This design comes from an exercise in tuning for small area, a short achievable clock period and few clock cycles per item on the open sky130 flow, not from production work. In this exercise RTL edits were held to simulation tests only and were not proved equivalent to the original. Power figures rest on the tool's default switching activity, not on a simulated workload.

==> flow/design.v <==
`default_nettype none
package rsos_pkg;
   localparam int RSOS_MAX_OBJECTS = 8;
   localparam int RSOS_SINE_BITS   = 16;
   localparam int RANGE_W = 16;
   localparam int ANGLE_W = 8;
   localparam int SUM_W   = 24;
   localparam int TALLY_W = 8;
   localparam int COUNT_W = 4;
   localparam int CHORD_W = 17;
   localparam int CSR_W   = 16;
   localparam int CSR_IDX_W = 2;
   localparam logic [CHORD_W-1:0] CHORD_MAX = '1;
   localparam logic [TALLY_W-1:0] TALLY_MAX = '1;
   localparam int SINE_LAST = 180;
   localparam logic [CSR_IDX_W-1:0] CSR_EDGE_THRESHOLD = 2'd0;
   localparam logic [CSR_IDX_W-1:0] CSR_MIN_WIDTH      = 2'd1;
   localparam logic [CSR_IDX_W-1:0] CSR_OBJECT_LIMIT   = 2'd2;
   typedef enum logic [1:0] {
      KIND_OBJECT   = 2'd0,
      KIND_SMALLEST = 2'd1,
      KIND_NONE     = 2'd2
   } kind_type;
   typedef enum logic [2:0] {
      ST_IDLE,
      ST_EVAL,
      ST_DIV,
      ST_MUL,
      ST_CHORD,
      ST_REC,
      ST_REP
   } state_type;
   typedef struct packed {
      logic capture;
      logic eval;
      logic mul;
      logic chord;
      logic load_rec;
      logic load_rep;
   } cmd_type;
   typedef struct packed {
      logic close_ok;
      logic scan_end;
      logic div_done;
      logic out_full;
   } status_type;
endpackage
`default_nettype wire
`default_nettype none
module rsos_sine_rom (
   input  wire logic [7:0]  k,
   output logic      [16:0] value
);
   always_comb begin
      case (k)
         8'd0: value = 17'd0;
         8'd1: value = 17'd572;
         8'd2: value = 17'd1144;
         8'd3: value = 17'd1716;
         8'd4: value = 17'd2287;
         8'd5: value = 17'd2859;
         8'd6: value = 17'd3430;
         8'd7: value = 17'd4001;
         8'd8: value = 17'd4572;
         8'd9: value = 17'd5142;
         8'd10: value = 17'd5712;
         8'd11: value = 17'd6281;
         8'd12: value = 17'd6850;
         8'd13: value = 17'd7419;
         8'd14: value = 17'd7987;
         8'd15: value = 17'd8554;
         8'd16: value = 17'd9121;
         8'd17: value = 17'd9687;
         8'd18: value = 17'd10252;
         8'd19: value = 17'd10817;
         8'd20: value = 17'd11380;
         8'd21: value = 17'd11943;
         8'd22: value = 17'd12505;
         8'd23: value = 17'd13066;
         8'd24: value = 17'd13626;
         8'd25: value = 17'd14185;
         8'd26: value = 17'd14742;
         8'd27: value = 17'd15299;
         8'd28: value = 17'd15855;
         8'd29: value = 17'd16409;
         8'd30: value = 17'd16962;
         8'd31: value = 17'd17514;
         8'd32: value = 17'd18064;
         8'd33: value = 17'd18613;
         8'd34: value = 17'd19161;
         8'd35: value = 17'd19707;
         8'd36: value = 17'd20252;
         8'd37: value = 17'd20795;
         8'd38: value = 17'd21336;
         8'd39: value = 17'd21876;
         8'd40: value = 17'd22415;
         8'd41: value = 17'd22951;
         8'd42: value = 17'd23486;
         8'd43: value = 17'd24019;
         8'd44: value = 17'd24550;
         8'd45: value = 17'd25080;
         8'd46: value = 17'd25607;
         8'd47: value = 17'd26132;
         8'd48: value = 17'd26656;
         8'd49: value = 17'd27177;
         8'd50: value = 17'd27697;
         8'd51: value = 17'd28214;
         8'd52: value = 17'd28729;
         8'd53: value = 17'd29242;
         8'd54: value = 17'd29753;
         8'd55: value = 17'd30261;
         8'd56: value = 17'd30767;
         8'd57: value = 17'd31271;
         8'd58: value = 17'd31772;
         8'd59: value = 17'd32271;
         8'd60: value = 17'd32768;
         8'd61: value = 17'd33262;
         8'd62: value = 17'd33754;
         8'd63: value = 17'd34242;
         8'd64: value = 17'd34729;
         8'd65: value = 17'd35212;
         8'd66: value = 17'd35693;
         8'd67: value = 17'd36172;
         8'd68: value = 17'd36647;
         8'd69: value = 17'd37120;
         8'd70: value = 17'd37590;
         8'd71: value = 17'd38057;
         8'd72: value = 17'd38521;
         8'd73: value = 17'd38982;
         8'd74: value = 17'd39441;
         8'd75: value = 17'd39896;
         8'd76: value = 17'd40348;
         8'd77: value = 17'd40797;
         8'd78: value = 17'd41243;
         8'd79: value = 17'd41686;
         8'd80: value = 17'd42126;
         8'd81: value = 17'd42562;
         8'd82: value = 17'd42995;
         8'd83: value = 17'd43425;
         8'd84: value = 17'd43852;
         8'd85: value = 17'd44275;
         8'd86: value = 17'd44695;
         8'd87: value = 17'd45112;
         8'd88: value = 17'd45525;
         8'd89: value = 17'd45935;
         8'd90: value = 17'd46341;
         8'd91: value = 17'd46744;
         8'd92: value = 17'd47143;
         8'd93: value = 17'd47538;
         8'd94: value = 17'd47930;
         8'd95: value = 17'd48318;
         8'd96: value = 17'd48703;
         8'd97: value = 17'd49084;
         8'd98: value = 17'd49461;
         8'd99: value = 17'd49834;
         8'd100: value = 17'd50203;
         8'd101: value = 17'd50569;
         8'd102: value = 17'd50931;
         8'd103: value = 17'd51289;
         8'd104: value = 17'd51643;
         8'd105: value = 17'd51993;
         8'd106: value = 17'd52339;
         8'd107: value = 17'd52682;
         8'd108: value = 17'd53020;
         8'd109: value = 17'd53354;
         8'd110: value = 17'd53684;
         8'd111: value = 17'd54010;
         8'd112: value = 17'd54332;
         8'd113: value = 17'd54650;
         8'd114: value = 17'd54963;
         8'd115: value = 17'd55273;
         8'd116: value = 17'd55578;
         8'd117: value = 17'd55879;
         8'd118: value = 17'd56175;
         8'd119: value = 17'd56468;
         8'd120: value = 17'd56756;
         8'd121: value = 17'd57040;
         8'd122: value = 17'd57319;
         8'd123: value = 17'd57594;
         8'd124: value = 17'd57865;
         8'd125: value = 17'd58131;
         8'd126: value = 17'd58393;
         8'd127: value = 17'd58650;
         8'd128: value = 17'd58903;
         8'd129: value = 17'd59152;
         8'd130: value = 17'd59396;
         8'd131: value = 17'd59635;
         8'd132: value = 17'd59870;
         8'd133: value = 17'd60100;
         8'd134: value = 17'd60326;
         8'd135: value = 17'd60547;
         8'd136: value = 17'd60764;
         8'd137: value = 17'd60976;
         8'd138: value = 17'd61183;
         8'd139: value = 17'd61386;
         8'd140: value = 17'd61584;
         8'd141: value = 17'd61777;
         8'd142: value = 17'd61966;
         8'd143: value = 17'd62149;
         8'd144: value = 17'd62328;
         8'd145: value = 17'd62503;
         8'd146: value = 17'd62672;
         8'd147: value = 17'd62837;
         8'd148: value = 17'd62997;
         8'd149: value = 17'd63152;
         8'd150: value = 17'd63303;
         8'd151: value = 17'd63449;
         8'd152: value = 17'd63589;
         8'd153: value = 17'd63725;
         8'd154: value = 17'd63856;
         8'd155: value = 17'd63983;
         8'd156: value = 17'd64104;
         8'd157: value = 17'd64220;
         8'd158: value = 17'd64332;
         8'd159: value = 17'd64439;
         8'd160: value = 17'd64540;
         8'd161: value = 17'd64637;
         8'd162: value = 17'd64729;
         8'd163: value = 17'd64816;
         8'd164: value = 17'd64898;
         8'd165: value = 17'd64975;
         8'd166: value = 17'd65048;
         8'd167: value = 17'd65115;
         8'd168: value = 17'd65177;
         8'd169: value = 17'd65234;
         8'd170: value = 17'd65287;
         8'd171: value = 17'd65334;
         8'd172: value = 17'd65376;
         8'd173: value = 17'd65414;
         8'd174: value = 17'd65446;
         8'd175: value = 17'd65474;
         8'd176: value = 17'd65496;
         8'd177: value = 17'd65514;
         8'd178: value = 17'd65526;
         8'd179: value = 17'd65534;
         8'd180: value = 17'd65536;
         8'd181: value = 17'd65534;
         8'd182: value = 17'd65526;
         8'd183: value = 17'd65514;
         8'd184: value = 17'd65496;
         8'd185: value = 17'd65474;
         8'd186: value = 17'd65446;
         8'd187: value = 17'd65414;
         8'd188: value = 17'd65376;
         8'd189: value = 17'd65334;
         8'd190: value = 17'd65287;
         8'd191: value = 17'd65234;
         8'd192: value = 17'd65177;
         8'd193: value = 17'd65115;
         8'd194: value = 17'd65048;
         8'd195: value = 17'd64975;
         8'd196: value = 17'd64898;
         8'd197: value = 17'd64816;
         8'd198: value = 17'd64729;
         8'd199: value = 17'd64637;
         8'd200: value = 17'd64540;
         8'd201: value = 17'd64439;
         8'd202: value = 17'd64332;
         8'd203: value = 17'd64220;
         8'd204: value = 17'd64104;
         8'd205: value = 17'd63983;
         8'd206: value = 17'd63856;
         8'd207: value = 17'd63725;
         8'd208: value = 17'd63589;
         8'd209: value = 17'd63449;
         8'd210: value = 17'd63303;
         8'd211: value = 17'd63152;
         8'd212: value = 17'd62997;
         8'd213: value = 17'd62837;
         8'd214: value = 17'd62672;
         8'd215: value = 17'd62503;
         8'd216: value = 17'd62328;
         8'd217: value = 17'd62149;
         8'd218: value = 17'd61966;
         8'd219: value = 17'd61777;
         8'd220: value = 17'd61584;
         8'd221: value = 17'd61386;
         8'd222: value = 17'd61183;
         8'd223: value = 17'd60976;
         8'd224: value = 17'd60764;
         8'd225: value = 17'd60547;
         8'd226: value = 17'd60326;
         8'd227: value = 17'd60100;
         8'd228: value = 17'd59870;
         8'd229: value = 17'd59635;
         8'd230: value = 17'd59396;
         8'd231: value = 17'd59152;
         8'd232: value = 17'd58903;
         8'd233: value = 17'd58650;
         8'd234: value = 17'd58393;
         8'd235: value = 17'd58131;
         8'd236: value = 17'd57865;
         8'd237: value = 17'd57594;
         8'd238: value = 17'd57319;
         8'd239: value = 17'd57040;
         8'd240: value = 17'd56756;
         8'd241: value = 17'd56468;
         8'd242: value = 17'd56175;
         8'd243: value = 17'd55879;
         8'd244: value = 17'd55578;
         8'd245: value = 17'd55273;
         8'd246: value = 17'd54963;
         8'd247: value = 17'd54650;
         8'd248: value = 17'd54332;
         8'd249: value = 17'd54010;
         8'd250: value = 17'd53684;
         8'd251: value = 17'd53354;
         8'd252: value = 17'd53020;
         8'd253: value = 17'd52682;
         8'd254: value = 17'd52339;
         8'd255: value = 17'd51993;
         default: value = 17'd0;
      endcase
   end
endmodule
`default_nettype wire
`default_nettype none
module range_scan_object_segmenter_core (
   input  wire logic        clock,
   input  wire logic        reset,
   input  wire logic        req_tvalid,
   output logic             req_tready,
   input  wire logic [23:0] req_tdata,    
   input  wire logic        req_tuser,    
   input  wire logic        req_tlast,    
   output logic             rsp_tvalid,
   input  wire logic        rsp_tready,
   output logic [71:0]      rsp_tdata,
   output logic [1:0]       rsp_tuser,    
   output logic             rsp_tlast,    
   input  wire logic        csr_we,
   input  wire logic [1:0]  csr_index,
   input  wire logic [15:0] csr_wdata
);
   logic [15:0] thr_q;
   logic [7:0]  minw_q;
   logic [3:0]  lim_q;
   logic        thr_new;      
   wire wr_thr = csr_we && (csr_index == 2'd0);
   always_ff @(posedge clock) begin
      if (reset) begin
         thr_q  <= 16'd40;
         minw_q <= 8'd4;
         lim_q  <= 4'd8;
      end else if (csr_we) begin
         case (csr_index)
            2'd0: thr_q  <= csr_wdata;
            2'd1: minw_q <= csr_wdata[7:0];
            2'd2: lim_q  <= csr_wdata[3:0];
            default: ;
         endcase
      end
      thr_new <= !reset && wr_thr;
   end
   logic        rdy_q;
   logic        s1v, s1_first, s1_edge;
   logic [15:0] rng;
   logic [7:0]  ang;
   logic        st, en;
   wire acc = req_tvalid && rdy_q;
   logic        primed_q, track_q;
   logic [7:0]  open_q;
   logic [8:0]  arc_q;        
   logic [15:0] pr_q;
   logic [23:0] sum_q;
   logic [7:0]  tal_q;
   logic [3:0]  found_q;
   logic        pend_q;       
   logic [3:0]  tcnt;         
   wire       primed_e = primed_q && !st;
   wire       track_e  = track_q && !st;
   wire [3:0] found_e  = st ? 4'd0 : found_q;
   logic [17:0] lo_q;
   logic [16:0] hi_q;
   wire drop_c = !lo_q[17] && ({1'b0, rng} <= lo_q[16:0]);
   wire rise_c = {1'b0, rng} > hi_q;
   wire [3:0] cap = (lim_q < 4'd8) ? lim_q : 4'd8;
   wire cok_c  = !arc_q[8] && (arc_q[7:0] >= minw_q) && (found_q < cap);
   logic drop_l, rise_l, cok_l;
   wire edge_ok = s1_edge && !(s1_first && thr_new);
   wire drop = edge_ok  ? drop_c : drop_l;
   wire rise = edge_ok  ? rise_c : rise_l;
   wire cok  = s1_first ? cok_c  : cok_l;
   wire go = s1v && !pend_q && !tcnt[3] && !(s1_first && thr_new);
   wire do_start = primed_e && !track_e && drop;
   wire do_end   = primed_e && track_e && rise;
   wire do_close = do_end && cok;
   wire do_add   = primed_e && track_e && !rise && (tal_q != 8'hff);
   always_ff @(posedge clock) begin
      if (edge_ok) begin
         drop_l <= drop_c;
         rise_l <= rise_c;
      end
      if (s1_first) cok_l <= cok_c;
   end
   always_ff @(posedge clock) begin
      if (reset) begin
         primed_q <= 1'b0;
         track_q  <= 1'b0;
         found_q  <= 4'd0;
      end else if (go) begin
         primed_q <= 1'b1;
         track_q  <= do_start || (track_e && !do_end);
         found_q  <= do_close ? found_q + 4'd1 : found_e;
      end
   end
   wire [15:0] pr_n = go ? rng : pr_q;
   always_ff @(posedge clock) begin
      lo_q <= {2'b00, pr_n} + {2'b11, ~thr_q};
      hi_q <= {1'b0, pr_n} + {1'b0, thr_q};
   end
   wire [8:0] arc_new = {1'b0, ang} - {1'b0, open_q};
   always_ff @(posedge clock) begin
      if (go) begin
         pr_q <= rng;
         if (do_start) begin
            open_q <= ang;
            arc_q  <= 9'd0;
            sum_q  <= {8'd0, rng};
            tal_q  <= 8'd1;
         end else begin
            if (!do_close) arc_q <= arc_new;
            if (do_add) begin
               sum_q <= sum_q + {8'd0, rng};
               tal_q <= tal_q + 8'd1;
            end
         end
      end
   end
   logic [1:0] tok_q [0:3];
   logic [1:0] wp_q, rp_q;
   wire push = go && (do_close || en);
   wire hb   = do_close || (found_e != 4'd0);
   wire [1:0] ptok = do_close ? {1'b0, en} : {1'b1, hb};
   wire [1:0] head = tok_q[rp_q];
   wire       head_obj = !head[1];
   logic        out_v;
   logic [1:0]  out_kind;
   logic        out_last;
   logic [3:0]  o_id;
   logic [7:0]  o_first, o_final, o_centre, o_arc;
   logic [15:0] o_mean;
   logic [16:0] o_chord;
   logic        u_busy, u_done;
   wire out_free = !out_v || rsp_tready;
   wire head_rdy = tcnt[0] && (!head_obj || u_done);
   wire pop_any  = head_rdy && out_free;
   wire pop_obj  = pop_any && head_obj;
   wire pop      = pop_any && (head != 2'd1);
   logic [3:0]  u_cnt;
   logic [7:0]  u_r;
   logic [15:0] u_q;
   logic [7:0]  u_d;
   logic [9:0]  u_d3;         
   logic [7:0]  u_first, u_arc;
   logic [3:0]  u_id;
   logic [16:0] u_s;
   logic [33:0] u_a;
   wire u_free = !u_busy && (!u_done || (head_obj && tcnt[0] && !out_v));
   wire u_load = u_free && (pend_q || (go && do_close));
   wire pend_n = (pend_q || (go && do_close)) && !u_free;
   wire [9:0]  dx = {u_r, u_q[15:14]};
   wire [10:0] s1 = {1'b0, dx} - {3'b000, u_d};
   wire [10:0] s2 = {1'b0, dx} - {2'b00, u_d, 1'b0};
   wire [10:0] s3 = {1'b0, dx} - {1'b0, u_d3};
   wire [1:0]  dq = !s3[10] ? 2'd3 : !s2[10] ? 2'd2 : !s1[10] ? 2'd1 : 2'd0;
   wire [7:0]  r2 = !s3[10] ? s3[7:0] : !s2[10] ? s2[7:0] : !s1[10] ? s1[7:0] : dx[7:0];
   wire [33:0] hsum = u_a + ({32'd0, u_q[1:0]} * {17'd0, u_s});
   logic [16:0] sine;
   rsos_sine_rom u_sine (.k(u_arc), .value(sine));
   always_ff @(posedge clock) begin
      if (reset) begin
         u_busy <= 1'b0;
         u_done <= 1'b0;
         pend_q <= 1'b0;
      end else begin
         pend_q <= pend_n;
         if (u_load) begin
            u_busy <= 1'b1;
            u_done <= 1'b0;
         end else if (u_busy && u_cnt == 4'd8) begin
            u_busy <= 1'b0;
            u_done <= 1'b1;
         end else if (pop_obj) begin
            u_done <= 1'b0;
         end
      end
   end
   always_ff @(posedge clock) begin
      u_s <= sine;
      if (u_free) begin
         u_cnt   <= 4'd0;
         u_r     <= sum_q[23:16];
         u_q     <= sum_q[15:0];
         u_d     <= tal_q;
         u_d3    <= {2'b00, tal_q} + {1'b0, tal_q, 1'b0};
         u_first <= open_q;
         u_arc   <= arc_q[7:0];
         u_id    <= pend_q ? found_q : found_q + 4'd1;
         u_a     <= 34'd1;
      end else if (u_busy) begin
         u_cnt <= u_cnt + 4'd1;
         if (u_cnt != 4'd8) begin
            u_r <= r2;
            u_q <= {u_q[13:0], dq};
         end
         if (u_cnt != 4'd0) u_a <= {hsum[31:0], 2'b00};
      end
   end
   wire inc = push && !pop;
   wire dec = pop && !push;
   wire [3:0] tcnt_n = inc ? {tcnt[2:0], 1'b1} : dec ? {1'b0, tcnt[3:1]} : tcnt;
   always_ff @(posedge clock) begin
      if (reset) begin
         wp_q  <= 2'd0;
         rp_q  <= 2'd0;
         tcnt  <= 4'd0;
         rdy_q <= 1'b0;
         s1v   <= 1'b0;
      end else begin
         if (push) wp_q <= wp_q + 2'd1;
         if (pop) rp_q <= rp_q + 2'd1;
         tcnt <= tcnt_n;
         rdy_q <= !pend_n && !tcnt_n[3] && !wr_thr;
         s1v   <= (s1v && !go) || acc;
      end
   end
   always_ff @(posedge clock) begin
      if (!tcnt[3]) tok_q[wp_q] <= ptok;
      if (pop_any && !pop) tok_q[rp_q] <= 2'd3;
   end
   always_ff @(posedge clock) begin
      if (rdy_q) begin
         rng <= req_tdata[15:0];
         ang <= req_tdata[23:16];
         st  <= req_tuser;
         en  <= req_tlast;
      end
      s1_first <= acc;
      s1_edge  <= acc || (s1_first && thr_new);
   end
   logic [16:0] best_chord;
   logic [3:0]  best_id;
   logic [7:0]  best_centre;
   wire [7:0]  c_final  = u_first + u_arc;
   wire [7:0]  c_centre = u_first + {1'b0, u_arc[7:1]};
   wire [16:0] c_chord  = u_a[33:17];
   always_ff @(posedge clock) begin
      if (u_done && head_obj && tcnt[0] && (u_id == 4'd1 || c_chord < best_chord)) begin
         best_chord  <= c_chord;
         best_id     <= u_id;
         best_centre <= c_centre;
      end
   end
   always_ff @(posedge clock) begin
      if (reset) out_v <= 1'b0;
      else if (out_free) out_v <= head_rdy;
   end
   always_ff @(posedge clock) begin
      if (out_free) begin
         if (head_obj) begin
            out_kind <= 2'd0;
            out_last <= !head[0];
            o_id     <= u_id;
            o_first  <= u_first;
            o_final  <= c_final;
            o_centre <= c_centre;
            o_arc    <= u_arc;
            o_mean   <= u_q;
            o_chord  <= c_chord;
         end else begin
            out_kind <= head[0] ? 2'd1 : 2'd2;
            out_last <= 1'b1;
            o_id     <= head[0] ? best_id : 4'd0;
            o_first  <= 8'd0;
            o_final  <= 8'd0;
            o_centre <= head[0] ? best_centre : 8'd0;
            o_arc    <= 8'd0;
            o_mean   <= 16'd0;
            o_chord  <= head[0] ? best_chord : 17'd0;
         end
      end
   end
   assign req_tready = rdy_q;
   assign rsp_tvalid = out_v;
   assign rsp_tdata  = {3'b000, o_chord, o_mean, o_arc, o_centre, o_final, o_first, o_id};
   assign rsp_tuser  = out_kind;
   assign rsp_tlast  = out_last;
endmodule
`default_nettype wire
==> flow/run.sh <==
#!/bin/bash
# synth_recipe.tcl (not shown) runs the flow's synth.tcl, then flattens the netlist and writes it again
# the make line also repeats each setting of config.mk as NAME=value (left out here)
make -C /OpenROAD-flow-scripts/flow DESIGN_CONFIG=/design/flow/config.mk WORK_HOME=/design/flow/orfs CLKGATE_MAP_FILE= SYNTH_SCRIPT=/design/flow/synth_recipe.tcl finish
==> flow/config.mk <==
export PLATFORM = sky130hd
export DESIGN_NAME = range_scan_object_segmenter_core
export DESIGN_NICKNAME = range_scan_object_segmenter_core
export VERILOG_FILES = /design/flow/design.v
export SDC_FILE = /design/flow/constraint.sdc
export NUM_CORES = 4
export LEC_CHECK = 0
export CAP_MARGIN = 20
export CORE_MARGIN = 2
export CORE_UTILIZATION = 40
export SETUP_SLACK_MARGIN = 4.5
export SLEW_MARGIN = 20
export SYNTH_MEMORY_MAX_BITS = 8192
export TNS_END_PERCENT = 100
==> flow/constraint.sdc <==
create_clock -name core_clock -period 8.0 [get_ports {clock}]
set_input_delay 1.6000 -clock core_clock [delete_from_list [all_inputs] [get_ports {clock}]]
set_output_delay 1.6000 -clock core_clock [all_outputs]
set_load 0.01 [all_outputs]
==> results of run 1 <==
## layout by cell type, fill, tap and decap left out, drive strengths merged, types with 7 or more instances in the layout
master,instances
nand2,324
nor2,241
edfxtp,237
inv,223
a21oi,220
ha,220
o21ai,214
dfxtp,169
clkdlybuf4s50,122
buf,78
xnor2,73
clkbuf,61
nand3,57
xor2,50
nor3,48
and2,46
a22o,45
a21o,44
nor2b,42
nand2b,38
a211oi,33
a31oi,32
o211ai,26
fa,26
mux2i,24
a311oi,20
o21bai,18
o22ai,17
o21a,16
o311ai,15
or2,15
clkinv,15
o31ai,13
nand4,11
a221oi,11
and3,11
mux2,10
or3,10
mux4,8
nand3b,7
## cells in the mapped netlist (all sizes together) (20+ instances only)
cell type	n
a211oi	33
a21o	44
a21oi	220
a22o	45
a311oi	20
a31oi	32
and2	46
buf	47
clkbuf	111
dfxtp	169
edfxtp	237
fa	26
ha	220
inv	222
mux2i	24
nand2	324
nand2b	38
nand3	56
nor2	240
nor2b	42
nor3	48
o211ai	26
o21ai	214
xnor2	73
xor2	50
## per-stage QoR
stage / area (µm²) / total power (µW) / hold slack [ns] / instances
2_1_floorplan: 25700 / 3250 / 0.425 / 2836
3_3_place_gp: 27600 / 3560 / 0.436 / 3675
3_5_place_dp: 27600 / 3580 / 0.437 / 3676
4_1_cts: 29600 / 5890 / 0.447 / 3785
5_1_grt: 30200 / 6180 / 0.460 / 3814
6_report: 30200 / 5910 / 0.447 / 3816
## per-layer routing
metal	GRT usage (%)	up-vias	routed length, µm
met5	0	-	0
met4	9.04	0	3040
met3	3.62	169	5130
met2	36.7	788	35300
met1	30.3	10231	34000
li1	-	10211	-
## cell type report
cell class | count | area share [%]
antenna | 2 | 0.0166
clock buffer | 60 | 4.26
clock inverter | 26 | 1.12
inverter | 223 | 2.78
multi-input combinational | 2052 | 47.0
sequential | 406 | 34.8
tap | 846 | 3.50
timing repair buffer | 201 | 6.48
## cells by family after synthesis
logic type | count (synthesis)
other | 1
multiplexers | 42
flip-flops | 406
buffers and inverters | 381
AO/OA/AOI/OAI | 773
adder cells (fa/ha/maj) | 246
XOR/XNOR | 123
AND/OR/NAND/NOR | 862
## worst paths after layout
path	from	end
worst min-delay path	arc_q[0]$_SDFFCE_PP0P_	u_arc[0]$_DFFE_PP_
worst max register to register	u_arc[0]$_DFFE_PP_	u_s[13]$_DFF_P_
worst max-delay path	u_arc[0]$_DFFE_PP_	u_s[13]$_DFF_P_
worst min register to register	arc_q[0]$_SDFFCE_PP0P_	u_arc[0]$_DFFE_PP_
## sequential cells by signal, summed over array words and instances (netlist names), 9 cells and up, named ones only
name and flops:
u_a 33, sum_q 24, lo_q 18, best_chord 17, hi_q 17, o_chord 17, u_s 17, o_mean 16
pr_q 16, rng 16, thr_q 16, u_q 16, arc_q 9, u_d3 9
## power groups by stage
stage	sequential [µW]	clock, µW	combinational [µW]
finish	2440	2280	1200
CTS	2440	2330	1130
global placement	2480	0	1080
global route	2450	2400	1330
detailed placement	2480	0	1100
floorplan	2450	0	791
## critical path: cells and delay by family, from the launching register on
kind                     cells  cell delay [ns]
multiplexers                 1             0.54
buffers and inverters        3             0.91
flip-flops                   1             0.32
AO/OA/AOI/OAI                1             0.34
AND/OR/NAND/NOR              3             0.92
adder cells (fa/ha/maj)      1             0.32
## timing repair
item | 4_1_cts | 5_1_grt
cloned | 2 | 2
setup buffers | 21 | 27
endpoints found under the setup margin | 93 | 89
pin swaps | 13 | 39
resized for setup | 42 | 86
==> reports/summary.txt, run 1 <==
Comb power frac: 20.3%
H-tree depth: 2
Mapped Area: 25600 µm²
Post-synthesis mux area share: 2.09%
Number of fill cells: 5936
Number of global-route vias before repair: 20832
Adder-Cell Fraction of Synth Area: 12.8%
Leak Pwr: 0.0124 µW
Setup TNS Final: 0 ns
Fin crit period: 3.46 ns
VDD IR-drop max: 0.000225 V
Pin count of the biggest net entering global routing: 176
Max FO, Critical Path: 28
Crit path largest cell delay: 0.54 ns
Max-slew violation count: 0
Ys async rst share: 0%
Starting Density: 40.6%
Hold depth: 0
Area contributors post-synth: edfxtp_1, dfxtp_1, ha_1, nand2_1, a21oi_1
CP most frequent cell: buf_4
Die Ht: 257 µm
Clk pwr share: 38.5%
WL per Instance: 20.3 µm
Max-cap violations: 0
Pre-antenna DRT Iters: 6
Post-layout util: 47.8%
Core outline area: 63200 µm²
Drt total wl: 77.4 mm
Grt ovf: 0
All-layer global routing usage: 22.7%
Share of cells above drive strength 1: 9.74%
Area Overhead vs Synth: 17.8%
Crit-path cells: buf_4 > inv_1 > ha_4 > buf_4 > nor2_1 > nand2_1 > mux4_2 > nor2b_1 > o32ai_1
Main flop type after synthesis: edfxtp_1
TritonCTS clock tree: built
DIE AREA: 66200 µm²
Ports: 126
Die W: 257 µm
NetSw: 1710 µW
Status: timing/DRC/antenna clean
Post-synthesis sequential area ratio: 40.9%
Gpl congestion: 0.974
Cell Rows: 92
Clock Latency Late Sink: 0.61 ns
Power per cell area: 196 nW/µm²
Setup violators final: 0
Yosys top cell area share: 27.8%
Count of port buffers added during placement: 122
Worst EP arrival: 3.96 ns
Syn. warnings: 2
Critical Path RT: 8.50 ns
DRT iter0 DRCs: 1987
Syn avg cell area: 9.05 µm²
Post-synthesis compound-gate area fraction: 19.0%
Clk slew on worst S/H paths: 0.06 ns
Final hold vios: 0
Cells on worst reg2reg path: 9
F_max: 0.289 GHz
Critical Path Source Type: flip-flop
Internal power: 4200 µW
CP max-delay cell: mux4_2
Global-route wire length before repair: 119 mm
Distinct cells, synth: 84
CTS Sinks: 406
Post-synth EDFFs: 237
Area share of and/or/nand/nor cells after synthesis: 15.2%
Area of the multi-input gates: 14200 µm²
Initial antenna violation count: 0
Sw Ratio: 29.0%
RSZ-0062 raised after global routing: true
CTS Root Cell: clkbuf_16
Post-route DRC: 0
CTS buffer count: 47
Flops & latches, synth: 406
Via count: 21399
Pre-CTS setup slack: 3.75 ns
Max Root-Sink Buffers: 3
Synth Area in XOR/XNOR: 4.20%
Worst-Margin Slew: 0.983 ns
Largest family of logic cells by synthesized area: compound AO/OA/AOI/OAI gates
Fin nets: 3226
WS Path Type: reg2reg
CP endpoint kind: flip-flop
Clk_skew: 0.0314 ns
Yosys top cell by area: edfxtp_1
Setup WS post-layout: 4.54 ns
Via density: 5.61
Sequential cell area: 10500 µm²
# hold bufs at CTS: 0
Period utilization: 43.2%
Relative slew margins: 34.2%
Class of the worst hold path: reg2reg
Seq pwr share: 41.2%
FF-to-FF setup slack: 4.54 ns
Detail Placement HPWL: 54.0 mm
Cells after synthesis: 2834
Routed Antenna Nets: 0
Testbench counts, summed over its fixed seeds: cycles 26,163, words 24,000.
==> inputs of run 2 (changes only) <==
--- a/flow/config.mk
+++ b/flow/config.mk
@@ -8,7 +8,7 @@
 export CAP_MARGIN = 20
 export CORE_MARGIN = 2
 export CORE_UTILIZATION = 40
-export SETUP_SLACK_MARGIN = 4.5
+export SETUP_SLACK_MARGIN = 5
 export SLEW_MARGIN = 20
 export SYNTH_MEMORY_MAX_BITS = 8192
 export TNS_END_PERCENT = 100
==> reports/summary.txt, run 2 <==
RSZ-0062 raised after global routing: true
DRT iter0 DRCs: 1887
Count leader, synth: nand2_1
Class of the worst hold path: reg2reg
All-layer global routing usage: 23.8%
Count of port buffers added during placement: 122
Detail Placement HPWL: 54.2 mm
Distinct cells, synth: 84
Ports: 126
CP endpoint kind: flip-flop
Met2 routed WL: 38.2 mm
Main flop type after synthesis: edfxtp_1
Pre-CTS setup slack: 3.95 ns
Post-synth EDFFs: 237
Delay-heaviest family, CP: compound AO/OA/AOI/OAI gates
Die Ht: 257 µm
CP max-delay cell: fa_1
Die W: 257 µm
Largest Register: u_a
CTS Root Cell: clkbuf_16
Syn. warnings: 2
Max FFs per register: 33
Mapped Area: 25600 µm²
Status: timing/DRC/antenna clean
Most frequent cells in the layout: nand2_1, edfxtp_1, nor2_1
Power per cell area: 191 nW/µm²
Area contributors post-synth: edfxtp_1, dfxtp_1, ha_1, nand2_1, a21oi_1
H-tree depth: 2
DR WL met3: 5.25 mm
Post-route DRC: 0
Commonest non-fill, non-tap cell in the layout: nand2_1
Number of global-route vias before repair: 21393
WS Path Type: reg2reg
Relative slew margins: 40.8%
Setup WS post-layout: 4.80 ns
Critical Path RT: 8.49 ns
TritonCTS clock tree: built
Core outline area: 63200 µm²
Initial antenna violation count: 2
Period utilization: 40.0%
Pin count of the biggest net entering global routing: 165
Fin nets: 3303
Ys async rst share: 0%
VDD IR-drop max: 0.000166 V
DIE AREA: 66200 µm²
Routed Antenna Nets: 0
CTS buffer count: 48
Flops & latches, synth: 406
Met1 wire length: 35.1 mm
Synth top cells by count: nand2_1, nor2_1, edfxtp_1
Via count: 22024
Top Registers: u_a x33, sum_q x24, lo_q x18
Via density: 5.65
Gpl congestion: 0.963
Share of cells above drive strength 1: 17.0%
Global-route wire length before repair: 124 mm
CTS Sinks: 406
Crit path largest cell delay: 0.49 ns
Starting Density: 40.6%
Clk_skew: 0.0427 ns
Clock Latency Late Sink: 0.62 ns
Final hold vios: 0
Max FO, Critical Path: 7
Cells after synthesis: 2834
Post-synthesis sequential area ratio: 40.9%
Grt ovf: 0
Max-slew violation count: 0
Leak Pwr: 0.0132 µW
Yosys top cell by area: edfxtp_1
Setup violators final: 0
Crit path buf inv count: 2
Area Overhead vs Synth: 23.9%
Cell Rows: 92
Yosys top cell area share: 27.8%
Max layer used: met5
F_max: 0.312 GHz
Clk slew on worst S/H paths: 0.06 ns
Pre-antenna DRT Iters: 6
WL per Instance: 21.0 µm
Critical Path Source Type: flip-flop
Max-cap violations: 0
Fin crit period: 3.20 ns
Max Root-Sink Buffers: 3
Syn avg cell area: 9.05 µm²
Setup TNS Final: 0 ns
Drt total wl: 81.9 mm
Worst-Margin Slew: 0.888 ns
Worst EP arrival: 3.69 ns
Crit-path cells: buf_6 > nand2_4 > fa_1 > inv_2 > ha_4 > o211ai_1 > o21ai_2 > o311ai_2 > nand4b_1 > a31o_2 > a41o_4 > o21ai_4 > xor2_1 > o21ai_1
## run 2: cells by family after synthesis
family / count (synthesis) / share of synthesized area (%)
AND/OR/NAND/NOR: 862 / 15.2
AO/OA/AOI/OAI: 773 / 19.0
buffers and inverters: 381 / 5.74
other: 1 / 0.0146
adder cells (fa/ha/maj): 246 / 12.8
XOR/XNOR: 123 / 4.20
flip-flops: 406 / 40.9
multiplexers: 42 / 2.09
## run 2: worst paths after layout
kind | from | endpoint | slack [ns] | cells after the start
hold / removal | arc_q[6]$_SDFFCE_PP0P_ | u_arc[6]$_DFFE_PP_ | 0.44 | 0
setup / recovery | u_q[1]$_DFFE_PP_ | u_a[28]$_SDFFE_PP0P_ | 4.80 | 14
setup reg to reg | u_q[1]$_DFFE_PP_ | u_a[28]$_SDFFE_PP0P_ | 4.80 | 14
hold reg to reg | arc_q[6]$_SDFFCE_PP0P_ | u_arc[6]$_DFFE_PP_ | 0.44 | 0
## run 2: metal layers
metal	GRT usage, %	up-vias
li1	-	10371
met1	31.8	10635
met2	39.0	822
met3	3.05	192
met4	9.72	4
met5	0	-
## run 2: where the power goes
group / internal (µW) / switching, µW / total [µW]
logic: 609 / 807 / 1420
clock network: 1230 / 976 / 2200
registers: 2360 / 77.5 / 2440
## run 2: what timing repair did
action,4_1_cts,5_1_grt
hold buffers,0,0
endpoints found under the setup margin,361,143
gates cloned,6,4
pin swaps,62,73
gates resized for setup,247,151
setup buffers,61,58
## run 2: area by class of cell
class	instances	area [µm²]
multi-input cells	2053	15200
well taps	846	1060
clock inverters	36	362
repair buffers	276	2600
clock buffers	53	1220
fillers	5816	31400
inverters	223	858
diodes	2	5.00
flip-flops and latches	406	10500
## run 2: stage by stage
step                instances  util (%)  hold WS (ns)  power, µW  cell area (µm²)
finish                   3895      50.3         0.438       6060            31800
detailed placement       3675      43.9         0.438       3610            27800
global route             3893      50.3         0.461       6320            31800
floorplan                2836         -         0.425       3260            25900
global placement         3675      43.9         0.435       3590            27800
CTS                      3831      48.4         0.443       5930            30600
==> inputs of run 3 (changes only) <==
--- a/flow/design.v
+++ b/flow/design.v
@@ -442,7 +442,7 @@
    logic [15:0] o_mean;
    logic [16:0] o_chord;
    logic        u_busy, u_done;
-   wire out_free = !out_v || rsp_tready;
+   wire out_free = !out_v;
    wire head_rdy = tcnt[0] && (!head_obj || u_done);
    wire pop_any  = head_rdy && out_free;
    wire pop_obj  = pop_any && head_obj;
@@ -555,6 +555,7 @@
    always_ff @(posedge clock) begin
       if (reset) out_v <= 1'b0;
       else if (out_free) out_v <= head_rdy;
+      else if (rsp_tready) out_v <= 1'b0;
    end
    always_ff @(posedge clock) begin
       if (out_free) begin
==> reports/summary.txt, run 3 <==
Mapped Area: 25900 µm²
Most frequent cells in the layout: nand2_1, edfxtp_1, nor2_1
# hold bufs at CTS: 0
Flops & latches, synth: 406
DIE AREA: 66900 µm²
Main flop type after synthesis: edfxtp_1
Grt ovf: 0
TritonCTS clock tree: built
Critical Path Source Type: flip-flop
Share of cells above drive strength 1: 15.4%
Leak Pwr: 0.0136 µW
Crit-path cells: buf_6 > buf_6 > and2_4 > ha_4 > ha_4 > fa_2 > a21o_1 > a31oi_4 > o21ai_2 > a2111o_1 > a311oi_4 > buf_6 > nor3b_4 > xnor2_2 > a211oi_2
Core outline area: 64200 µm²
Max FO, Critical Path: 6
Post-synthesis sequential area ratio: 40.5%
Die Ht: 259 µm
Setup TNS Final: 0 ns
Worst EP arrival: 3.99 ns
Area Overhead vs Synth: 22.9%
Critical Path RT: 8.50 ns
All-layer global routing usage: 23.6%
VDD IR-drop max: 0.000207 V
CTS Sinks: 406
RSZ-0062 raised after global routing: true
Max-cap violations: 0
Crit path largest cell delay: 0.42 ns
Drt total wl: 83.1 mm
Initial antenna violation count: 1
Fin nets: 3366
Gpl congestion: 1.01
CTS Root Cell: clkbuf_16
Syn avg cell area: 9.02 µm²
Max Root-Sink Buffers: 3
H-tree depth: 2
Yosys top cell by area: edfxtp_1
Pre-antenna DRT Iters: 10
Count leader, synth: nand2_1
Starting Density: 40.4%
CTS buffer count: 45
Count of port buffers added during placement: 122
F_max: 0.287 GHz
Cell Rows: 93
Yosys top cell area share: 27.5%
Largest Register: u_a
Relative slew margins: 26.9%
Detail Placement HPWL: 55.4 mm
Max-slew violation count: 0
Die W: 259 µm
Cells on worst reg2reg path: 15
Setup violators final: 0
Number of global-route vias before repair: 21795
Routed Antenna Nets: 0
Post-route DRC: 0
Final hold vios: 0
Class of the worst hold path: reg2reg
CP most frequent cell: buf_6
Clk_skew: 0.0296 ns
WL per Instance: 21.0 µm
Clock Latency Late Sink: 0.60 ns
Worst-Margin Slew: 1.10 ns
Cells after synthesis: 2873
Post-synth EDFFs: 237
Synth top cells by count: nand2_1, nor2_1, edfxtp_1
Max FFs per register: 33
Top Registers: u_a x33, sum_q x24, lo_q x18
Clk slew on worst S/H paths: 0.06 ns
Period utilization: 43.6%
Status: timing/DRC/antenna clean
Ports: 126
Distinct cells, synth: 80
Hold depth: 2
FF-to-FF setup slack: 4.52 ns
Via count: 22631
DRT iter0 DRCs: 2058
Fin crit period: 3.48 ns
Commonest non-fill, non-tap cell in the layout: nand2_1
Pin count of the biggest net entering global routing: 77
Worst hold slack: 0.458 ns
CP max-delay cell: edfxtp_1
Power per cell area: 190 nW/µm²
WS Path Type: reg2reg
Syn. warnings: 2
CP endpoint kind: flip-flop
Ys async rst share: 0%
Via density: 5.71
Global-route wire length before repair: 124 mm
Area contributors post-synth: edfxtp_1, dfxtp_1, ha_1, nand2_1, a21oi_1
Number of fill cells: 5906
# diodes: 0
==> run 3: stage by stage <==
stage                     setup slack (ns)  total power [µW]  instance area [µm²]  instances  util, %
after floorplan                       4.62              3340                26100       2875        -
after global placement                4.22              3700                27900       3718     43.5
after global routing                  4.43              6320                31900       3962     49.6
final                                 4.52              6050                31900       3962     49.6
after detailed placement              4.12              3710                27900       3718     43.5
after CTS                             4.58              5870                30500       3871     47.5
==> run 3: cell type report <==
cell class / count / area (µm²) / area share, %
Clock buffer: 55 / 1200 / 3.78
Clock inverter: 28 / 234 / 0.734
Inverter: 223 / 873 / 2.74
Multi-Input combinational cell: 2088 / 15100 / 47.5
Sequential cell: 406 / 10500 / 33.0
Tap cell: 855 / 1070 / 3.36
Timing Repair Buffer: 307 / 2850 / 8.94
==> run 3: critical path: cells and delay by family, from the launching register on <==
kind                     cells  cell delay (ns)
AO/OA/AOI/OAI                6             1.42
buffers and inverters        3             0.44
XOR/XNOR                     1             0.15
adder cells (fa/ha/maj)      3             0.76
flip-flops                   1             0.42
AND/OR/NAND/NOR              2             0.18
==> run 3: logic make-up after synthesis <==
logic type	after synthesis	share of synthesized area, %
buffers and inverters	387	5.75
other	1	0.0145
and+or+nand+nor	898	16.0
adders and majority gates	246	12.6
xor gates and xnor gates	118	3.99
DFF	406	40.5
muxes	41	2.09
AOI/OAI and AO/OA	776	19.1
==> run 3: what timing repair did <==
action / CTS / global route
buffers inserted: 63 / 88
gates cloned: 7 / 3
pin swaps: 62 / 91
endpoints found under the setup margin: 298 / 107
gates resized for setup: 234 / 140
==> run 3: routing by layer <==
| layer | up-vias | track usage (%) | wire length [µm] |
|---|---|---|---|
| met5 | - | 0 | 0 |
| li1 | 10622 | - | - |
| met2 | 962 | 38.2 | 38400 |
| met1 | 10852 | 31.7 | 35500 |
| met3 | 195 | 4.24 | 6140 |
| met4 | 0 | 8.46 | 3050 |
==> run 3: path summary, 6_finish.rpt <==
check,to,startpoint
setup / recovery,u_a[29]$_SDFFE_PP0P_,u_q[0]$_DFFE_PP_
setup reg to reg,u_a[29]$_SDFFE_PP0P_,u_q[0]$_DFFE_PP_
hold reg to reg,u_a[3]$_SDFFE_PP0P_,u_a[3]$_SDFFE_PP0P_
hold / removal,u_a[3]$_SDFFE_PP0P_,u_a[3]$_SDFFE_PP0P_
==> run 3: power by group <==
| part | total (µW) | switching (µW) | internal, µW |
|---|---|---|---|
| sequential | 2460 | 87.5 | 2380 |
| clock | 2030 | 885 | 1150 |
| combinational | 1560 | 877 | 680 |
| total | 6050 | 1850 | 4200 |
Testbench counts of run 3, summed over its fixed seeds: cycles 26,174, words 24,000.
==> inputs of run 4 (changes only) <==
--- a/flow/config.mk
+++ b/flow/config.mk
@@ -5,6 +5,7 @@
 export SDC_FILE = /design/flow/constraint.sdc
 export NUM_CORES = 4
 export LEC_CHECK = 0
+export ABC_AREA = 1
 export CAP_MARGIN = 20
 export CORE_MARGIN = 2
 export CORE_UTILIZATION = 40
==> reports/summary.txt, run 4 <==
WS Path Type: reg2reg
Max-slew violation count: 0
Status: timing/DRC/antenna clean
CTS Sinks: 406
Ports: 126
Gpl congestion: 1.07
Clk slew on worst S/H paths: 0.07 ns
Yosys top cell area share: 27.4%
Commonest non-fill, non-tap cell in the layout: nand2_1
Power per cell area: 214 nW/µm²
Relative slew margins: 36.7%
Class of the worst hold path: reg2reg
Detail Placement HPWL: 63.8 mm
Setup violators final: 0
Largest Register: u_a
TritonCTS clock tree: built
Post-synthesis sequential area ratio: 40.4%
Max-cap violations: 0
Most frequent cells in the layout: nand2_1, inv_1, o21ai_0
Clock Latency Late Sink: 0.62 ns
Flops & latches, synth: 406
Via count: 23506
VDD IR-drop max: 0.000155 V
Distinct cells, synth: 58
CTS buffer count: 48
Die Ht: 259 µm
Pin count of the biggest net entering global routing: 92
Max FO, Critical Path: 31
All-layer global routing usage: 25.8%
Sw Ratio: 32.7%
Fin nets: 3719
DRT iter0 DRCs: 2093
Drt total wl: 87.9 mm
Final hold vios: 0
Critical Path RT: 8.56 ns
Via density: 5.44
CTS Root Cell: clkbuf_16
Post-synth EDFFs: 237
CP endpoint kind: flip-flop
RSZ-0062 raised after global routing: true
Period utilization: 37.1%
Initial antenna violation count: 1
Post-layout util: 47.8%
Count leader, synth: nand2_1
Die W: 259 µm
Max FFs per register: 33
NetSw: 2150 µW
Critical Path Source Type: flip-flop
Syn avg cell area: 7.93 µm²
Yosys top cell by area: edfxtp_1
Worst-Margin Slew: 0.946 ns
Global-route wire length before repair: 133 mm
Ys async rst share: 0%
Main flop type after synthesis: edfxtp_1
Cells after synthesis: 3273
Seq pwr share: 40.2%
Post-route DRC: 0
Number of global-route vias before repair: 22727
Mapped Area: 26000 µm²
# hold bufs at CTS: 0
Area Overhead vs Synth: 18.5%
Setup TNS Final: 0 ns
Clk_skew: 0.0256 ns
Pre-antenna DRT Iters: 6
Internal power: 4420 µW
Count of port buffers added during placement: 122
Grt ovf: 0
Max Root-Sink Buffers: 3
Cell Rows: 93
Starting Density: 40.4%
Share of cells above drive strength 1: 9.15%
Routed Antenna Nets: 0
H-tree depth: 2
Syn. warnings: 2
F_max: 0.337 GHz
DIE AREA: 67000 µm²
Comb power frac: 26.6%
Area contributors post-synth: edfxtp_1, dfxtp_1, ha_1, nand2_1, inv_1
Fin crit period: 2.97 ns
Leak Pwr: 0.0140 µW
Worst EP arrival: 3.52 ns
Top Registers: u_a x33, sum_q x24, lo_q x18
Synth top cells by count: nand2_1, inv_1, o21ai_0
Core outline area: 64300 µm²
WL per Instance: 20.4 µm
Clk pwr share: 33.2%
Number of fill cells: 6355
[run 4: metal layers]
layer / wire [µm] / vias to the layer above / part of all wire, % / track usage (%)
met5: 0 / - / 0 / 0
met4: 4340 / 0 / 4.9 / 11.3
met3: 7030 / 237 / 8.0 / 5.80
met2: 39100 / 942 / 44 / 41.0
met1: 37500 / 11007 / 43 / 33.7
li1: - / 11320 / - / -
[run 4: worst paths after layout]
| kind | to | cells after the start | from | slack, ns |
|---|---|---|---|---|
| setup / recovery | u_s[0]$_DFF_P_ | 14 | u_arc[3]$_DFFE_PP_ | 5.03 |
| hold / removal | best_id[2]$_DFFE_PP_ | 0 | u_id[2]$_DFFE_PP_ | 0.45 |
| setup reg to reg | u_s[0]$_DFF_P_ | 14 | u_arc[3]$_DFFE_PP_ | 5.03 |
| hold reg to reg | best_id[2]$_DFFE_PP_ | 0 | u_id[2]$_DFFE_PP_ | 0.45 |
[run 4: layout make-up]
cell class                      instances  area [µm²]  share of cell area, %
Multi-Input combinational cell       2284       13800                   44.9
Sequential cell                       406       10500                   34.2
Timing Repair Buffer                  204        1970                   6.41
Inverter                              479        1830                   5.95
Clock buffer                           70        1360                   4.43
Tap cell                              855        1070                   3.48
Clock inverter                         20         196                  0.638
Timing Repair inverter                  1        5.00                 0.0163
Antenna cell                            1        2.50                0.00813
[run 4: power groups by stage]
stage	Clock [µW]	Combinational, µW	Sequential (µW)
after detailed placement	0	1680	2690
final	2190	1750	2640
after CTS	2230	1650	2650
after floorplan	0	920	2740
after global placement	0	1680	2690
after global routing	2310	1920	2670
[run 4: logic make-up (layout without fill, tap and decap cells)]
kind of cell / after synthesis / after routing / synth area share [%]
AND/OR/NAND/NOR: 1210 / 1210 / 19.1
AO/OA/AOI/OAI: 736 / 737 / 16.2
buffers and inverters: 586 / 774 / 8.68
flip-flops: 406 / 406 / 40.4
adder cells (fa/ha/maj): 246 / 246 / 12.6
XOR/XNOR: 88 / 88 / 2.97
other: 1 / 4 / 0.0144
[run 4: per-stage QoR]
step | cell area [µm²] | hold slack (ns) | total power [µW] | cells | setup slack [ns]
2_1_floorplan | 26000 | 0.423 | 3660 | 3275 | 4.99
6_report | 30800 | 0.450 | 6580 | 4320 | 5.03
5_1_grt | 30800 | 0.463 | 6910 | 4319 | 4.87
3_5_place_dp | 28100 | 0.443 | 4370 | 4176 | 3.99
4_1_cts | 30000 | 0.457 | 6530 | 4289 | 4.97
3_3_place_gp | 28100 | 0.436 | 4380 | 4175 | 4.09
[run 4: timing repair]
| action | in CTS | in global routing |
|---|---|---|
| resized for setup | 147 | 134 |
| setup buffers | 19 | 29 |
| gates cloned | 4 | 1 |
| setup endpoints to repair | 279 | 199 |
| endpoints found under the hold margin | 0 | 0 |
| pin swaps | 15 | 38 |
[run 4: worst max-delay path, stage by stage, from the launching register on]
cell,delay (ns)
edfxtp_1,0.37
buf_4,0.24
inv_1,0.10
buf_6,0.26
buf_8,0.28
nand2_1,0.32
nand2_2,0.27
inv_1,0.15
o21ai_1,0.36
nand2_1,0.10
a21oi_1,0.15
o21ai_0,0.10
nand2_1,0.07
nand2_1,0.09
inv_1,0.06
==> inputs of run 5 (changes only) <==
--- a/flow/config.mk
+++ b/flow/config.mk
@@ -8,7 +8,7 @@
 export ABC_AREA = 1
 export CAP_MARGIN = 20
 export CORE_MARGIN = 2
-export CORE_UTILIZATION = 40
+export CORE_UTILIZATION = 50
 export SETUP_SLACK_MARGIN = 5
 export SLEW_MARGIN = 20
 export SYNTH_MEMORY_MAX_BITS = 8192
==> reports/summary.txt, run 5 <==
CP max-delay cell: ha_1
Setup violators final: 0
Detail Placement HPWL: 65.3 mm
Min-delay src: u_id[3]$_DFFE_PP_
Count of port buffers added during placement: 122
Critical path depth: 14
Drt total wl: 89.8 mm
Area contributors post-synth: edfxtp_1, dfxtp_1, ha_1, nand2_1, inv_1
Flops & latches, synth: 406
Relative slew margins: 31.3%
NetSw: 2130 µW
Initial antenna violation count: 2
Max FO, Critical Path: 16
Clock Latency Late Sink: 0.60 ns
Yosys top cell area share: 27.4%
RR Endpoint: u_s[2]$_DFF_P_
Routed Antenna Nets: 0
Final hold vios: 0
Count leader, synth: nand2_1
Clk pwr share: 31.9%
CP Capture Point: u_s[2]$_DFF_P_
Period utilization: 38.6%
Grt ovf: 0
Cells on worst reg2reg path: 14
Fin crit period: 3.09 ns
DRT iter0 DRCs: 2943
Fin nets: 3721
Critical Path Source Type: flip-flop
Top Registers: u_a x33, sum_q x24, lo_q x18
Crit Reg-Reg Startpoint: u_arc[1]$_DFFE_PP_
Post-synthesis sequential area ratio: 40.4%
Worst EP arrival: 3.57 ns
Number of fill cells: 4577
Global-route wire length before repair: 136 mm
Power per cell area: 212 nW/µm²
Critical Path RT: 8.49 ns
FF-to-FF setup slack: 4.91 ns
Via density: 5.84
Main flop type after synthesis: edfxtp_1
Ports: 126
Via count: 24189
Sw Ratio: 32.9%
Status: timing/DRC/antenna clean
Seq pwr share: 41.1%
Area Overhead vs Synth: 17.4%
VDD IR-drop max: 0.000207 V
Leak Pwr: 0.0140 µW
CP endpoint kind: flip-flop
Distinct cells, synth: 58
Comb power frac: 27.0%
RSZ-0062 raised after global routing: true
Commonest non-fill, non-tap cell in the layout: nand2_1
Syn. warnings: 2
Number of global-route vias before repair: 23563
Die W: 232 µm
Max Root-Sink Buffers: 3
Placed Cells: 3997
Largest Register: u_a
Ys async rst share: 0%
Cell Rows: 83
Delay-heaviest family, CP: buffers and inverters
Internal power: 4330 µW
Post-Layout Cell Count: 4143
Most frequent cells in the layout: nand2_1, inv_1, o21ai_0
Post-route DRC: 0
Worst-Margin Slew: 1.03 ns
Worst Setup SP: u_arc[1]$_DFFE_PP_
Clk slew on worst S/H paths: 0.08 ns
CP most frequent cell: inv_1
Share of cells above drive strength 1: 9.21%
Mapped Area: 26000 µm²
Crit-path cells: buf_4 > inv_1 > buf_4 > ha_1 > inv_1 > nand2_1 > inv_1 > nor2_2 > inv_1 > o21ai_0 > o21ai_0 > nand3_1 > a21oi_1 > a31oi_1
Pin count of the biggest net entering global routing: 74
WL per Instance: 21.7 µm
CTS Sinks: 406
Crit path largest cell delay: 0.39 ns
Max-cap violations: 0
Class of the worst hold path: reg2reg
Yosys top cell by area: edfxtp_1
H-tree depth: 2
Max FFs per register: 33
WS Path Type: reg2reg
Core outline area: 51300 µm²
Crit path buf inv count: 6
F_max: 0.324 GHz
Gpl congestion: 1.07
Cells after synthesis: 3273
Clk_skew: 0.0198 ns
Setup TNS Final: 0 ns
CTS buffer count: 45
TritonCTS clock tree: built
# hold bufs at CTS: 0
Max-slew violation count: 0
CTS Root Cell: clkbuf_16
Starting Density: 50.6%
Die Ht: 232 µm
Synth top cells by count: nand2_1, inv_1, o21ai_0
Pre-antenna DRT Iters: 9
Post-synth EDFFs: 237
DIE AREA: 53800 µm²
All-layer global routing usage: 33.0%
Syn avg cell area: 7.93 µm²
## run 5: layout make-up
class                   instances  area [µm²]  share of cell area (%)
repair buffers                209        1960                    6.43
well taps                     680         851                    2.79
clock buffers                  59        1240                    4.08
inverters                     479        1830                    6.00
clock inverters                24         213                   0.698
diodes                          1        2.50                 0.00821
flip-flops and latches        406       10500                    34.5
repair inverters                1        5.00                  0.0164
multi-input cells            2284       13900                    45.5
## run 5: power by group through the flow
stage	clock [µW]	sequential, µW	combinational, µW
floorplan	0	2740	920
global placement	0	2700	1660
detailed placement	0	2710	1670
CTS	2100	2660	1640
global route	2180	2680	1920
finish	2060	2650	1750
## run 5: kinds of logic (layout without fill, tap and decap cells)
| kind of cell | count (synthesis) | after routing | share of synthesized area [%] |
|---|---|---|---|
| AOI/OAI and AO/OA | 736 | 737 | 16.2 |
| and+or+nand+nor | 1210 | 1210 | 19.1 |
| adders and majority gates | 246 | 246 | 12.6 |
| buffers and inverters | 586 | 772 | 8.68 |
| xor gates and xnor gates | 88 | 88 | 2.97 |
| other | 1 | 4 | 0.0144 |
| DFF | 406 | 406 | 40.4 |
## run 5: timing repair
item / 4_1_cts / 5_1_grt
setup endpoints to repair: 317 / 185
cloned: 3 / 2
resized for setup: 147 / 132
buffers inserted: 18 / 39
pin swaps: 7 / 32
## run 5: worst min-delay path by stage
stage,depth (start not counted),to,slack (ns)
finish,0,best_id[3]$_DFFE_PP_,0.45
detailed placement,2,tok_q[3][1]$_SDFFE_PP1P_,0.44
floorplan,2,cok_l$_DFF_P_,0.42
global placement,0,best_id[1]$_DFFE_PP_,0.43
global route,0,best_id[3]$_DFFE_PP_,0.46
CTS,2,tok_q[3][1]$_SDFFE_PP1P_,0.45
## run 5: routing by layer
layer | global-route usage (%) | up-vias | part of all wire, %
met5 | 0 | - | 0.014
met4 | 14.7 | 2 | 4.9
met3 | 6.11 | 286 | 7.8
met2 | 53.9 | 1088 | 46
met1 | 42.7 | 11499 | 41
li1 | - | 11314 | -
## run 5: per-stage QoR
step                area, µm²  util, %  hold slack (ns)  setup WS (ns)  power [µW]
CTS                     29600     57.8            0.453           4.96        6400
detailed placement      27800     54.3            0.439           4.16        4380
finish                  30500     59.4            0.452           4.91        6460
global route            30500     59.4            0.458           4.74        6770
floorplan               26000        -            0.423           4.99        3660
global placement        27800     54.2            0.432           4.25        4360
==> inputs of run 6 (changes only) <==
--- a/flow/config.mk
+++ b/flow/config.mk
@@ -8,8 +8,8 @@
 export ABC_AREA = 1
 export CAP_MARGIN = 20
 export CORE_MARGIN = 2
-export CORE_UTILIZATION = 50
+export CORE_UTILIZATION = 40
 export SETUP_SLACK_MARGIN = 5
 export SLEW_MARGIN = 20
 export SYNTH_MEMORY_MAX_BITS = 8192
-export TNS_END_PERCENT = 100
+export TNS_END_PERCENT = 5
==> reports/summary.txt, run 6 <==
Max-cap violations: 0
Number of fill cells: 6440
CP most frequent cell: nand2_1
Syn avg cell area: 7.93 µm²
Hold EP: u_first[6]$_DFFE_PP_
# diodes: 0
VDD IR-drop max: 0.000157 V
Top Registers: u_a x33, sum_q x24, lo_q x18
Synth top cells by count: nand2_1, inv_1, o21ai_0
Setup violators final: 0
Fin crit period: 3.24 ns
Post-synth EDFFs: 237
Sequential cell area: 10500 µm²
RSZ-0062 raised after global routing: true
Delay-heaviest family, CP: buffers and inverters
Die Ht: 259 µm
Max Root-Sink Buffers: 3
Pre-antenna DRT Iters: 6
Worst Setup SP: u_arc[3]$_DFFE_PP_
Number of global-route vias before repair: 22640
Starting Density: 40.4%
Area of the multi-input gates: 13400 µm²
Setup TNS Final: 0 ns
Area contributors post-synth: edfxtp_1, dfxtp_1, ha_1, nand2_1, inv_1
Max-slew violation count: 0
CP endpoint kind: flip-flop
CTS Root Cell: clkbuf_16
Pin count of the biggest net entering global routing: 92
Crit path buf inv count: 5
Die W: 259 µm
Ys async rst share: 0%
# hold bufs at CTS: 0
Crit-path cells: buf_4 > inv_1 > buf_6 > nand2_1 > nand2_1 > inv_1 > o21ai_1 > nand2_1 > a21oi_1 > o21ai_0 > nand2_1 > nand2_1 > inv_1
Cell Rows: 93
Period utilization: 40.5%
Placed inst area: 28100 µm²
Worst-Margin Slew: 0.885 ns
Yosys top cell by area: edfxtp_1
Clk slew on worst S/H paths: 0.06 ns
Crit Reg-Reg Startpoint: u_arc[3]$_DFFE_PP_
Count of port buffers added during placement: 122
Mapped Area: 26000 µm²
Critical Path Source Type: flip-flop
Core outline area: 64300 µm²
Worst EP arrival: 3.75 ns
Cells after synthesis: 3273
DIE AREA: 67000 µm²
Max FFs per register: 33
Critical Path RT: 8.51 ns
All-layer global routing usage: 25.6%
WL per Instance: 20.1 µm
TritonCTS clock tree: built
Yosys top cell area share: 27.4%
Hold depth: 0
Distinct cells, synth: 58
Detail Placement HPWL: 63.5 mm
Fin nets: 3693
Most frequent cells in the layout: nand2_1, inv_1, o21ai_0
Min-delay src: open_q[6]$_DFFE_PP_
Clock Latency Late Sink: 0.60 ns
Post-route DRC: 0
Leak Pwr: 0.0135 µW
FF-to-FF setup slack: 4.76 ns
Syn. warnings: 2
Max FO, Critical Path: 60
Global-route wire length before repair: 133 mm
Drt total wl: 86.3 mm
Crit path largest cell delay: 0.43 ns
Main flop type after synthesis: edfxtp_1
Share of cells above drive strength 1: 5.88%
Largest Register: u_a
Clk_skew: 0.0261 ns
CTS Sinks: 406
Routed Antenna Nets: 0
Flops & latches, synth: 406
Relative slew margins: 40.8%
WS Path Type: reg2reg
Initial antenna violation count: 1
Commonest non-fill, non-tap cell in the layout: nand2_1
Power per cell area: 217 nW/µm²
Cells on worst reg2reg path: 13
Status: timing/DRC/antenna clean
Ports: 126
RR Endpoint: u_s[0]$_DFF_P_
Final Cell Area: 30100 µm²
Area Overhead vs Synth: 16.1%
Grt ovf: 0
Post-synthesis sequential area ratio: 40.4%
Via density: 5.41
Via count: 23229
CTS buffer count: 48
F_max: 0.309 GHz
H-tree depth: 2
Class of the worst hold path: reg2reg
Final hold vios: 0
CP max-delay cell: buf_6
Count leader, synth: nand2_1
Gpl congestion: 1.09
DRT iter0 DRCs: 2047
==> run 6: cell count changes in the layout (fill, tap and decap cells not counted), sizes merged, moves of 2 or more <==
cell,before,now
dlygate4sd2,74,1
buf,84,55
clkbuf,60,66
clkdlybuf4s50,47,121
clkinvlp,7,5
==> run 6: layout make-up <==
type                            count  share of cell area, %
Timing Repair inverter              1                 0.0166
Timing Repair Buffer              178                   5.86
Clock buffer                       66                   4.52
Tap cell                          855                   3.55
Clock inverter                     23                  0.619
Sequential cell                   406                   34.8
Inverter                          479                   6.03
Multi-Input combinational cell   2284                   44.6
==> run 6: metal layers <==
metal | up-vias | GRT usage, % | routed length (µm)
li1 | 11252 | - | -
met5 | - | 0 | 0
met1 | 10824 | 34.0 | 37500
met2 | 917 | 40.9 | 38500
met4 | 0 | 10.1 | 3720
met3 | 236 | 5.20 | 6640
==> run 6: logic make-up after synthesis <==
logic type	Yosys count	synth area share, %
and+or+nand+nor	1210	19.1
AOI/OAI and AO/OA	736	16.2
buffers and inverters	586	8.68
DFF	406	40.4
adders and majority gates	246	12.6
xor gates and xnor gates	88	2.97
other	1	0.0144
==> run 6: worst max-delay path by stage <==
stage,to,slack [ns],cells after the start
6_report,u_s[0]$_DFF_P_,4.76,13
5_1_grt,lo_q[12]$_DFF_P_,4.63,14
4_1_cts,u_s[4]$_DFF_P_,4.72,12
3_5_place_dp,lo_q[12]$_DFF_P_,4.14,14
3_3_place_gp,thr_q[3]$_SDFFE_PP1P_,4.16,5
2_1_floorplan,best_centre[0]$_DFFE_PP_,4.89,8
==> run 6: worst reg2reg max path, cell delays in order, from the launching register on <==
cell	delay, ns
edfxtp_1	0.35
buf_4	0.27
inv_1	0.13
buf_6	0.43
nand2_1	0.39
nand2_1	0.36
inv_1	0.18
o21ai_1	0.35
nand2_1	0.10
a21oi_1	0.16
o21ai_0	0.14
nand2_1	0.08
nand2_1	0.10
inv_1	0.15
==> run 6: report_power, final <==
group	internal [µW]	leakage, µW	switching [µW]
combinational	662	0.00889	1070
clock	1260	0.000757	911
sequential	2540	0.00387	110
==> run 6: through the flow <==
stage	util (%)	setup WS, ns	instances	power (µW)	hold slack (ns)
global placement	43.6	4.16	4173	4360	0.436
floorplan	-	4.89	3275	3650	0.423
CTS	46.4	4.72	4275	6570	0.450
finish	46.8	4.76	4292	6550	0.446
global route	46.8	4.63	4292	6890	0.453
detailed placement	43.6	4.14	4173	4360	0.435
==> run 6: timing repair <==
action	CTS	global route
setup buffers	11	16
resized for setup	36	46
pin swaps	4	3
hold endpoints to repair	0	0
endpoints found under the setup margin	282	296
cloned	2	1
==> inputs of run 7 (changes only) <==
--- a/flow/config.mk
+++ b/flow/config.mk
@@ -9,7 +9,7 @@
 export CAP_MARGIN = 20
 export CORE_MARGIN = 2
 export CORE_UTILIZATION = 40
-export SETUP_SLACK_MARGIN = 5
+export SETUP_SLACK_MARGIN = 4.5
 export SLEW_MARGIN = 20
 export SYNTH_MEMORY_MAX_BITS = 8192
-export TNS_END_PERCENT = 5
+export TNS_END_PERCENT = 100
==> reports/summary.txt, run 7 <==
Setup WS post-layout: 4.54 ns
Fin crit period: 3.46 ns
Comb power frac: 26.0%
Number of fill cells: 6438
Relative slew margins: 37.2%
Initial antenna violation count: 2
Cell Rows: 93
Clk pwr share: 33.5%
WS Path Type: reg2reg
Critical Path Source Type: flip-flop
NetSw: 2090 µW
Power per cell area: 219 nW/µm²
Period utilization: 43.2%
Commonest non-fill, non-tap cell in the layout: nand2_1
DRT iter0 DRCs: 2103
H-tree depth: 2
Count leader, synth: nand2_1
Gpl congestion: 1.05
Ys async rst share: 0%
FF-to-FF setup slack: 4.54 ns
All-layer global routing usage: 25.3%
Post-synth EDFFs: 237
Syn avg cell area: 7.93 µm²
Class of the worst hold path: reg2reg
Grt ovf: 0
CP endpoint kind: flip-flop
Yosys top cell area share: 27.4%
Die Ht: 259 µm
F_max: 0.289 GHz
Pre-antenna DRT Iters: 9
CTS Root Cell: clkbuf_16
CTS buffer count: 48
Ports: 126
Worst hold slack: 0.454 ns
Area contributors post-synth: edfxtp_1, dfxtp_1, ha_1, nand2_1, inv_1
Max Root-Sink Buffers: 3
VDD IR-drop max: 0.000185 V
Seq pwr share: 40.5%
Largest Register: u_a
Pre-CTS setup slack: 4.07 ns
Via density: 5.42
Most frequent cells in the layout: nand2_1, inv_1, o21ai_0
CTS Sinks: 406
RR Endpoint: u_s[0]$_DFF_P_
Starting Density: 40.4%
Post-route DRC: 0
Clock Latency Late Sink: 0.62 ns
DIE AREA: 67000 µm²
Area Overhead vs Synth: 14.9%
WL per Instance: 20.1 µm
Status: timing/DRC/antenna clean
Synth top cells by count: nand2_1, inv_1, o21ai_0
Max-cap violations: 0
Max FFs per register: 33
Crit Reg-Reg Startpoint: u_arc[2]$_DFFE_PP_
Cells on worst reg2reg path: 12
Min-delay src: tok_q[0][1]$_SDFFE_PP1P_
Max-slew violation count: 0
Setup TNS Final: 0 ns
Post-synthesis sequential area ratio: 40.4%
Share of cells above drive strength 1: 4.53%
Drt total wl: 86.0 mm
Final hold vios: 0
DR WL met3: 6.86 mm
Main flop type after synthesis: edfxtp_1
Met2 routed WL: 38.4 mm
Flops & latches, synth: 406
Sw Ratio: 32.0%
Critical Path RT: 8.54 ns
Fin nets: 3676
Met1 wire length: 37.0 mm
Die W: 259 µm
Number of global-route vias before repair: 22578
Internal power: 4450 µW
Clk_skew: 0.0266 ns
Worst EP arrival: 4.00 ns
Clk slew on worst S/H paths: 0.06 ns
TritonCTS clock tree: built
Distinct cells, synth: 58
Pin count of the biggest net entering global routing: 92
Via count: 23176
# hold bufs at CTS: 0
Global-route wire length before repair: 131 mm
Hold EP: tok_q[0][1]$_SDFFE_PP1P_
Worst-Margin Slew: 0.938 ns
Detail Placement HPWL: 63.8 mm
Placed Cells: 4174
Syn. warnings: 2
Cells after synthesis: 3273
Top Registers: u_a x33, sum_q x24, lo_q x18
Post-layout util: 46.4%
Leak Pwr: 0.0134 µW
Max FO, Critical Path: 26
Max layer used: met5
Routed Antenna Nets: 0
Worst Setup SP: u_arc[2]$_DFFE_PP_
Yosys top cell by area: edfxtp_1
Hold depth: 2
Core outline area: 64300 µm²
Setup violators final: 0
Post-Layout Cell Count: 4277
RSZ-0062 raised after global routing: false
Mapped Area: 26000 µm²
Count of port buffers added during placement: 122
run 7: cell counts after synthesis:
No cell type changed its count.
run 7: cell type report:
class | count | area [µm²] | share of cell area [%]
Multi-Input combinational cell | 2284 | 13300 | 44.5
Sequential cell | 406 | 10500 | 35.2
Tap cell | 855 | 1070 | 3.58
Antenna cell | 2 | 5.00 | 0.0168
Inverter | 479 | 1800 | 6.04
Clock inverter | 22 | 174 | 0.583
Timing Repair Buffer | 162 | 1600 | 5.35
Clock buffer | 67 | 1410 | 4.71
run 7: worst max path at each step:
stage | cells after the start | to
global placement | 15 | lo_q[12]$_DFF_P_
global route | 16 | lo_q[11]$_DFF_P_
detailed placement | 15 | lo_q[12]$_DFF_P_
floorplan | 6 | u_q[0]$_DFFE_PP_
finish | 12 | u_s[0]$_DFF_P_
CTS | 9 | open_q[7]$_DFFE_PP_
run 7: critical path: stages (launching register included):
cell      delay (ns)
edfxtp_1        0.32
buf_4           0.33
buf_4           0.34
inv_2           0.29
nand2_1         0.61
nand2_1         0.33
a21oi_1         0.30
a21oi_1         0.11
o21ai_0         0.32
o21ai_0         0.15
nand2_1         0.08
nand2_1         0.12
inv_1           0.07
run 7: power groups by stage:
stage / clock [µW] / sequential [µW] / combinational [µW]
after floorplan: 0 / 2740 / 919
after CTS: 2230 / 2650 / 1680
after global routing: 2320 / 2680 / 1880
after detailed placement: 0 / 2700 / 1670
final: 2190 / 2650 / 1700
after global placement: 0 / 2690 / 1680
run 7: through the flow:
step / instance area, µm² / total power, µW
final: 29800 / 6540
after global routing: 29800 / 6870
after CTS: 29700 / 6560
after detailed placement: 28100 / 4360
after global placement: 28100 / 4370
after floorplan: 26000 / 3660
run 7: layer usage:
layer	vias to the layer above	track usage [%]
li1	11209	-
met1	10842	33.1
met2	897	40.3
met3	226	5.43
met4	2	11.0
met5	-	0
run 7: cell families after synthesis:
group	Yosys count	share of synthesized area (%)
fa+ha+maj	246	12.6
compound gates	736	16.2
simple gates	1210	19.1
other cells	1	0.0144
flops	406	40.4
xor+xnor	88	2.97
buf+inv	586	8.68
run 7: what timing repair did:
item | 4_1_cts | 5_1_grt
setup buffers | 3 | 6
pin swaps | 2 | 3
resized for setup | 8 | 14
setup endpoints to repair | 64 | 87
cloned | 1 | 1

Setup slack of run 7, layout unchanged: 4.542 ns with ideal ports, 4.542 ns with driving cells assumed (clock clkbuf_16, inputs buf_2), 4.468 ns with port delays also shifted by the 0.666 ns mid clock arrival.
